This design comes from an exercise in tuning for small area, a short achievable clock period and few clock cycles per item on the open sky130 flow, not from production work. Only simulation tests tie the RTL to the original design; equivalence was not proved. Power figures rest on the tool's default switching activity, not on a simulated workload.

$ cat flow/run.sh
#!/bin/bash
# synth_recipe.tcl (not shown) runs the flow's synth.tcl, then flattens the netlist and writes it again
# the make line also repeats each setting of config.mk as NAME=value (left out here)
make -C /OpenROAD-flow-scripts/flow DESIGN_CONFIG=/design/flow/config.mk WORK_HOME=/design/flow/orfs CLKGATE_MAP_FILE= SYNTH_SCRIPT=/design/flow/synth_recipe.tcl finish
$ cat flow/config.mk
export PLATFORM = sky130hd
export DESIGN_NAME = axf_top
export DESIGN_NICKNAME = axf_top
export VERILOG_FILES = /design/flow/design.v
export SDC_FILE = /design/flow/constraint.sdc
export NUM_CORES = 4
export LEC_CHECK = 0
export CAP_MARGIN = 20
export CORE_MARGIN = 2
export CORE_UTILIZATION = 30
export SLEW_MARGIN = 20
$ cat flow/constraint.sdc
create_clock -name core_clock -period 10.0 [get_ports {clk}]
set_input_delay 2.0000 -clock core_clock [delete_from_list [all_inputs] [get_ports {clk}]]
set_output_delay 2.0000 -clock core_clock [all_outputs]
set_load 0.01 [all_outputs]
$ cat flow/design.v
`default_nettype none
package axf_pkg;
        localparam int COORD_W   = 16;                   
        localparam int PROD_W    = 2 * COORD_W;          
        localparam int DATA_W    = 32;
        localparam int ADDR_W    = 6;
        localparam int FRAC_BITS = 8;
        localparam int CTRL_BITS = 3;
        localparam int MUL_STEPS = 4;                    
        localparam int STEP_W    = $clog2(MUL_STEPS);
        typedef logic signed [COORD_W-1:0] coord_t;
        typedef logic signed [PROD_W-1:0]  prod_t;
        typedef logic [DATA_W-1:0]         bus_data_t;
        typedef logic [ADDR_W-1:0]         reg_addr_t;
        typedef logic [1:0]                write_size_t;
        typedef logic [STEP_W-1:0]         step_t;
        localparam write_size_t NO_WRITE = 2'b11;
        localparam reg_addr_t ADDR_CONTROL = 6'h00;
        localparam reg_addr_t ADDR_STATUS  = 6'h04;
        localparam reg_addr_t ADDR_A       = 6'h08;
        localparam reg_addr_t ADDR_B       = 6'h0C;
        localparam reg_addr_t ADDR_D       = 6'h10;
        localparam reg_addr_t ADDR_E       = 6'h14;
        localparam reg_addr_t ADDR_TX      = 6'h18;
        localparam reg_addr_t ADDR_TY      = 6'h1C;
        localparam reg_addr_t ADDR_XIN     = 6'h20;
        localparam reg_addr_t ADDR_YIN     = 6'h24;
        localparam reg_addr_t ADDR_XOUT    = 6'h28;
        localparam reg_addr_t ADDR_YOUT    = 6'h2C;
        localparam int STAT_DONE_BIT = 0;
        localparam int STAT_BUSY_BIT = 1;
        typedef struct packed {
                coord_t a;
                coord_t b;
                coord_t d;
                coord_t e;
                coord_t tx;
                coord_t ty;
        } affine_coef_t;
        typedef struct packed {
                coord_t x;
                coord_t y;
        } point_t;
        typedef enum logic [1:0] {
                IDLE      = 2'd0,
                MULT      = 2'd1,
                ADD_SHIFT = 2'd2
        } eng_state_t;
endpackage
`default_nettype wire
`default_nettype none
module axf_regfile (
        input  logic               clk,
        input  logic               rst_n,
        input  axf_pkg::reg_addr_t          address_i,
        input  axf_pkg::bus_data_t          data_in_i,
        input  axf_pkg::write_size_t        data_write_n_i,
        output axf_pkg::affine_coef_t            coef_o,
        output axf_pkg::point_t                  point_o,
        output logic [axf_pkg::CTRL_BITS-1:0]    ctrl_o,
        output logic                    start_o
);
        logic           write_en;
        axf_pkg::coord_t         wr_val;          
        axf_pkg::affine_coef_t   coef_q;
        axf_pkg::point_t         point_q;
        logic [axf_pkg::CTRL_BITS-1:0] ctrl_q;
        assign write_en = (data_write_n_i != axf_pkg::NO_WRITE);
        assign wr_val   = data_in_i[axf_pkg::COORD_W-1:0];
        always_ff @(posedge clk or negedge rst_n) begin
                if (!rst_n) begin
                        coef_q  <= '0;
                        point_q <= '0;
                        ctrl_q  <= '0;
                end else if (write_en) begin
                        case (address_i)
                                axf_pkg::ADDR_CONTROL: ctrl_q     <= data_in_i[axf_pkg::CTRL_BITS-1:0];
                                axf_pkg::ADDR_A:       coef_q.a   <= wr_val;
                                axf_pkg::ADDR_B:       coef_q.b   <= wr_val;
                                axf_pkg::ADDR_D:       coef_q.d   <= wr_val;
                                axf_pkg::ADDR_E:       coef_q.e   <= wr_val;
                                axf_pkg::ADDR_TX:      coef_q.tx  <= wr_val;
                                axf_pkg::ADDR_TY:      coef_q.ty  <= wr_val;
                                axf_pkg::ADDR_XIN:     point_q.x  <= wr_val;
                                axf_pkg::ADDR_YIN:     point_q.y  <= wr_val;
                                default: ;               
                        endcase
                end
        end
        assign start_o = write_en && (address_i == axf_pkg::ADDR_CONTROL) && data_in_i[0];
        assign coef_o  = coef_q;
        assign point_o = point_q;
        assign ctrl_o  = ctrl_q;
endmodule
`default_nettype wire
`default_nettype none
module axf_engine (
        input  logic               clk,
        input  logic               rst_n,
        input  logic               start_i,
        input  axf_pkg::affine_coef_t       coef_i,
        input  axf_pkg::point_t             point_i,
        output logic                    busy_o,
        output axf_pkg::point_t                  result_o,
        output logic                    result_valid_o
);
        axf_pkg::eng_state_t     state_q;
        axf_pkg::eng_state_t     state_d;
        axf_pkg::step_t          step_q;
        logic           last_step;
        axf_pkg::coord_t         op_coef;         
        axf_pkg::coord_t         op_pt;
        axf_pkg::prod_t          mul_res;
        axf_pkg::prod_t          prod_q [axf_pkg::MUL_STEPS];
        axf_pkg::prod_t          sum_x;
        axf_pkg::prod_t          sum_y;
        assign last_step = (step_q == axf_pkg::STEP_W'(axf_pkg::MUL_STEPS - 1));
        always_comb begin
                state_d = state_q;
                case (state_q)
                        axf_pkg::IDLE: begin
                                if (start_i)
                                        state_d = axf_pkg::MULT;
                        end
                        axf_pkg::MULT: begin
                                if (last_step)
                                        state_d = axf_pkg::ADD_SHIFT;
                        end
                        axf_pkg::ADD_SHIFT: state_d = axf_pkg::IDLE;
                        default:   state_d = axf_pkg::IDLE;
                endcase
        end
        always_ff @(posedge clk or negedge rst_n) begin
                if (!rst_n) begin
                        state_q <= axf_pkg::IDLE;
                        step_q  <= '0;
                end else begin
                        state_q <= state_d;
                        if (state_q == axf_pkg::MULT)
                                step_q <= step_q + axf_pkg::STEP_W'(1);
                        else
                                step_q <= '0;    
                end
        end
        always_comb begin
                case (step_q)
                        axf_pkg::STEP_W'(0): op_coef = coef_i.a;
                        axf_pkg::STEP_W'(1): op_coef = coef_i.b;
                        axf_pkg::STEP_W'(2): op_coef = coef_i.d;
                        default:    op_coef = coef_i.e;
                endcase
                op_pt = step_q[0] ? point_i.y : point_i.x;
        end
        assign mul_res = $signed(op_coef) * $signed(op_pt);
        always_ff @(posedge clk) begin
                if (state_q == axf_pkg::MULT)
                        prod_q[step_q] <= mul_res;
        end
        assign sum_x = (prod_q[0] >>> axf_pkg::FRAC_BITS) + (prod_q[1] >>> axf_pkg::FRAC_BITS)
                     + axf_pkg::PROD_W'($signed(coef_i.tx));
        assign sum_y = (prod_q[2] >>> axf_pkg::FRAC_BITS) + (prod_q[3] >>> axf_pkg::FRAC_BITS)
                     + axf_pkg::PROD_W'($signed(coef_i.ty));
        assign result_o.x = sum_x[axf_pkg::COORD_W-1:0];
        assign result_o.y = sum_y[axf_pkg::COORD_W-1:0];
        assign result_valid_o = (state_q == axf_pkg::ADD_SHIFT);
        assign busy_o         = (state_q != axf_pkg::IDLE);
endmodule
`default_nettype wire
`default_nettype none
module axf_readback (
        input  logic               clk,
        input  logic               rst_n,
        input  axf_pkg::reg_addr_t          address_i,
        input  logic [axf_pkg::CTRL_BITS-1:0] ctrl_i,
        input  logic               busy_i,
        input  axf_pkg::point_t             result_i,
        input  logic               result_valid_i,
        output axf_pkg::bus_data_t               data_out_o
);
        axf_pkg::point_t         result_q;
        logic           done_q;
        axf_pkg::bus_data_t      status_word;
        always_ff @(posedge clk or negedge rst_n) begin
                if (!rst_n) begin
                        result_q <= '0;
                        done_q   <= 1'b0;
                end else if (result_valid_i) begin
                        result_q <= result_i;    
                        done_q   <= 1'b1;
                end else if (busy_i) begin
                        done_q   <= 1'b0;
                end
        end
        always_comb begin
                status_word                = '0;
                status_word[axf_pkg::STAT_DONE_BIT] = done_q && !busy_i;
                status_word[axf_pkg::STAT_BUSY_BIT] = busy_i;
        end
        always_comb begin
                case (address_i)
                        axf_pkg::ADDR_CONTROL: data_out_o = {{(axf_pkg::DATA_W - axf_pkg::CTRL_BITS){1'b0}}, ctrl_i};
                        axf_pkg::ADDR_STATUS:  data_out_o = status_word;
                        axf_pkg::ADDR_XOUT:    data_out_o = {{(axf_pkg::DATA_W - axf_pkg::COORD_W){result_q.x[axf_pkg::COORD_W-1]}},
                                                    result_q.x};
                        axf_pkg::ADDR_YOUT:    data_out_o = {{(axf_pkg::DATA_W - axf_pkg::COORD_W){result_q.y[axf_pkg::COORD_W-1]}},
                                                    result_q.y};
                        default:      data_out_o = '0;
                endcase
        end
endmodule
`default_nettype wire
`default_nettype none
module axf_top (
        input  logic               clk,
        input  logic               rst_n,
        input  axf_pkg::reg_addr_t          address_i,
        input  axf_pkg::bus_data_t          data_in_i,
        input  axf_pkg::write_size_t        data_write_n_i,
        output axf_pkg::bus_data_t               data_out_o
);
        axf_pkg::affine_coef_t           coef;
        axf_pkg::point_t                 point_in;
        logic [axf_pkg::CTRL_BITS-1:0]   ctrl;
        logic                   start;           
        logic                   busy;
        axf_pkg::point_t                 result;
        logic                   result_valid;    
        axf_regfile regfile_inst (
                .clk            (clk),
                .rst_n          (rst_n),
                .address_i      (address_i),
                .data_in_i      (data_in_i),
                .data_write_n_i (data_write_n_i),
                .coef_o         (coef),
                .point_o        (point_in),
                .ctrl_o         (ctrl),
                .start_o        (start)
        );
        axf_engine engine_inst (
                .clk            (clk),
                .rst_n          (rst_n),
                .start_i        (start),
                .coef_i         (coef),
                .point_i        (point_in),
                .busy_o         (busy),
                .result_o       (result),
                .result_valid_o (result_valid)
        );
        axf_readback readback_inst (
                .clk            (clk),
                .rst_n          (rst_n),
                .address_i      (address_i),
                .ctrl_i         (ctrl),
                .busy_i         (busy),
                .result_i       (result),
                .result_valid_i (result_valid),
                .data_out_o     (data_out_o)
        );
endmodule
`default_nettype wire
==> impl_results.md <==
- Worst IR Drop VDD: 0.274 mV
- Worst min path class: register to register
- Residual DRC count: 0
- Synth Net Count: about 2,000
- Met3 usage: between 1.5 and 2%
- Syn_area_per_cell: 10.9 sq um
- Quantity of gates resized following cts: 0
- Cell accounting for the most synthesized area: fa_1
- GR Overflow Total: 0
- Met1 usage: 18.0%
- Die area: between 60,000 and 70,000 sq um
- Synth warnings: 3
- FFs w/ async S/R, synth: roughly 72%
- Number of diodes: 0
- DIE HEIGHT: 252 um
- DP Wirelength: 34,300 um
- Starting Density: 30.4%
- CP Max Fanout: 28
- Syn Std Cell Area: 18,400 sq um
- Pre-CTS setup slack: 1.59 ns
- Worst setup EP type: register
- Clock slew at reported path FFs: 0.06 ns
- DRT antenna net count: 0
- TritonCTS buffer count: 24
- CTS tree: yes
- Period utilization: 84.3%
- Status: no timing/DRC/antenna violations
- Root Driver: clkbuf_16
- CTS max path bufs: 3
- H-Tree Level Count: 1
- DR WL/cell: 17.5 um
- Max cap viols: 0
- Area Overhead vs Synth: 11.9%
- Drt total wl: 44,300 um
- Hold_buf cts: 0
- RSZ-0062 raised after global routing: no
- Nets: approximately 2,100
- Share of layout cells above drive strength 1: between 10% and 20%
- Largest net degree at the start of global routing: about 110
- First-pass GRT wire length: 71,300 um
- Die width: 252 um
- Port bufs: 57
- Total GRT Usage: approximately 14%
- Pins Over Slew Limit: 0
- Synthesized flop and latch total: 232
- Initial antenna violation count: 1
- Mapped Cells: 1,682
- First-pass iteration count of the detailed router: 5
- Post-synth cell types: 59
- Via count: 11,976
- Core ar.: 60,500 sq um
- Postcts setup bufs: 0
- # IOs: 74
- GRT met2 Usage: 25.2%
- Final Hold Vio Count: 0
- Clock sinks: 232
- DR vias/cell: 4.74
- Iteration-0 DRC Markers: 502
- Max Clock Freq: 119 MHz
- Setup crit start kind: register
- Final setup TNS: 0 ns
- Post-synth EDFFs: 64
- GP Congestion: 0.869
- Top-area cell type share of the netlist area: 23.7%
- Register area share after synthesis: between 30 and 40%
- Pleak: approximately 0.0095 uW
- Pwr/cell area: 329 nW/um^2
- Clock Skew: just under 0.03 ns
- Final setup vio count: 0
- CP Data Required Time: 10.27 ns
- Vias in the first global route: approximately 13,000
- Row cnt: 90
- Final WS setup: 1.57 ns
- Slew HR: 21.1%
- Main flop type after synthesis: dfrtp_1
- Global route hottest layer: met2
- Ranking of synthesized cells by area: fa_1 24%, dfrtp_1 23%, edfxtp_1 10%
- Critical path type: register to register
- Worst hold slack: ~0.48 ns
- Later-pin clock latency in the skew report: approximately 0.54 ns
- Crit path DAT: 8.70 ns
- Fin crit period: around 8.4 ns
- Measured slew at the worst slew-check pin: 1.16 ns
==> metal layers <==
layer	up-vias	wire, um	part of all wire, %
met5	-	0	0
met4	0	1220	2.7
met3	72	1910	4.3
met2	274	21800	49
met1	6159	19400	44
li1	5471	-	-
==> flip-flops by register name, summed over array words and instances (netlist names) <==
| name | flops |
|---|---|
| engine_inst.prod_q | 64 |
| readback_inst.done_q | 1 |
| engine_inst.step_q | 2 |
| regfile_inst.ctrl_q | 3 |
| engine_inst.state_q | 2 |
| regfile_inst.point_q | 32 |
| regfile_inst.coef_q | 96 |
| readback_inst.result_q | 32 |
==> metrics by stage <==
step / area [sq um] / cells / utilization [%] / power [uW]
2_1_floorplan: 18400 / 1682 / - / 4580
3_3_place_gp: 19800 / 2480 / 32.7 / 5740
3_5_place_dp: 19800 / 2480 / 32.7 / 5890
4_1_cts: 20600 / 2524 / 34.0 / 6810
5_1_grt: 20600 / 2525 / 34.0 / 7370
6_report: 20600 / 2525 / 34.0 / 6780
==> cells in the mapped netlist, drive strengths merged, types with 13 or more instances <==
cell    count
fa        218
a22oi      15
dfrtp     168
clkbuf     32
nor3       17
mux2      158
ha        102
o21ai      42
xnor2      47
xor2       14
mux2i      27
a21oi      27
inv       273
buf        26
a22o       13
nor2      148
nand2     182
edfxtp     64
==> path summary, 6_finish.rpt <==
kind / from / end / depth (start not counted) / slack (ns)
worst min register to register: readback_inst.result_q[22] / readback_inst.result_q[22] / 2 / 0.48
worst max-delay path: engine_inst.step_q[0] / engine_inst.prod_q[2][22] / 27 / 1.57
min in group asynchronous: rst_n / readback_inst.done_q / 1 / 1.57
worst min-delay path: readback_inst.result_q[22] / readback_inst.result_q[22] / 2 / 0.48
worst max register to register: engine_inst.step_q[0] / engine_inst.prod_q[2][22] / 27 / 1.57
max in group asynchronous: rst_n / regfile_inst.coef_q[30] / 2 / 7.02
==> critical path: stages (launching register included) <==
cell	delay [ns]
dfrtp_1	0.32
buf_4	0.38
inv_1	0.16
ha_1	0.55
a22oi_1	0.28
nand2_1	0.09
mux2i_1	0.68
nor2_1	0.16
fa_1	0.56
inv_1	0.05
fa_1	0.48
fa_1	0.50
fa_1	0.55
inv_1	0.06
fa_1	0.48
inv_1	0.05
fa_1	0.48
inv_1	0.04
ha_1	0.32
nand3_1	0.13
nor4_1	0.29
nand3_1	0.12
o31ai_2	0.28
o21a_4	0.22
a31o_4	0.22
a211oi_2	0.09
o21bai_1	0.17
xor2_1	0.39
==> layout by cell type, fill, tap and decap left out, types with 11 or more instances in the layout <==
master | Yosys | final
nand3_1 | 11 | 11
ha_1 | 102 | 102
a21oi_1 | 25 | 25
a22oi_1 | 15 | 15
o21ai_0 | 40 | 40
nand2_1 | 181 | 181
mux2_2 | 158 | 158
xnor2_1 | 47 | 47
fa_1 | 218 | 218
buf_4 | 16 | 18
clkbuf_16 | 0 | 25
a22o_1 | 13 | 13
inv_1 | 272 | 272
dfrtp_1 | 168 | 168
nor2_1 | 148 | 148
mux2i_1 | 27 | 25
clkdlybuf4s50_1 | 0 | 56
nor3_1 | 17 | 16
and2_1 | 12 | 12
edfxtp_1 | 64 | 64
xor2_1 | 14 | 14
==> cell type report <==
class / instances / area (sq um)
fill: 5993 / 39900
multi-input combinational: 1119 / 11000
sequential: 232 / 6130
inverter: 273 / 1020
tap: 782 / 978
timing repair buffer: 75 / 709
clock buffer: 32 / 682
clock inverter: 12 / 101
==> power by group <==
group          internal, uW  switching (uW)
registers              1560            88.6
clock network           507             382
logic                  1590            2650
total                  3660            3120
==> cell families (layout without fill, tap and decap cells) <==
| group | after synthesis | count (layout) | share of synthesized area [%] |
|---|---|---|---|
| AOI/OAI and AO/OA | 147 | 147 | 5.57 |
| DFF | 232 | 232 | 33.3 |
| xor gates and xnor gates | 61 | 61 | 2.91 |
| muxes | 185 | 185 | 11.1 |
| adders and majority gates | 320 | 320 | 30.7 |
| buffers and inverters | 331 | 392 | 7.19 |
| and+or+nand+nor | 406 | 406 | 9.20 |
Testbench counts, summed over its fixed seeds: cycles 12,960, transforms 1,152.

-- afterwards: timing with drivers on the ports --
The results above use ideal ports. As a check the final layout listed here was re-extracted and re-timed, cells and wires unchanged. Step 1 assumes that a clkbuf_16 drives the clock port and a buf_2 every other input. Step 2 times the ports against the registers' clock, not the clock port: input delays grow and output delays shrink by t, the midpoint of the rising clock arrivals with the driver on. a / b / c = ideal ports / drivers / drivers and shift; a / b = the first two.
t (ns): 0.577
slack for setup (ns): 1.567 / 1.567 / 1.567
worst slew at a driven data input, ns: 0.08
cell pins on the clock port's net: 1
After both steps setup and hold are still met in this run. For this run, drivers alone change the setup slack by 0.000 ns; drivers and shift together by 0.000 ns.
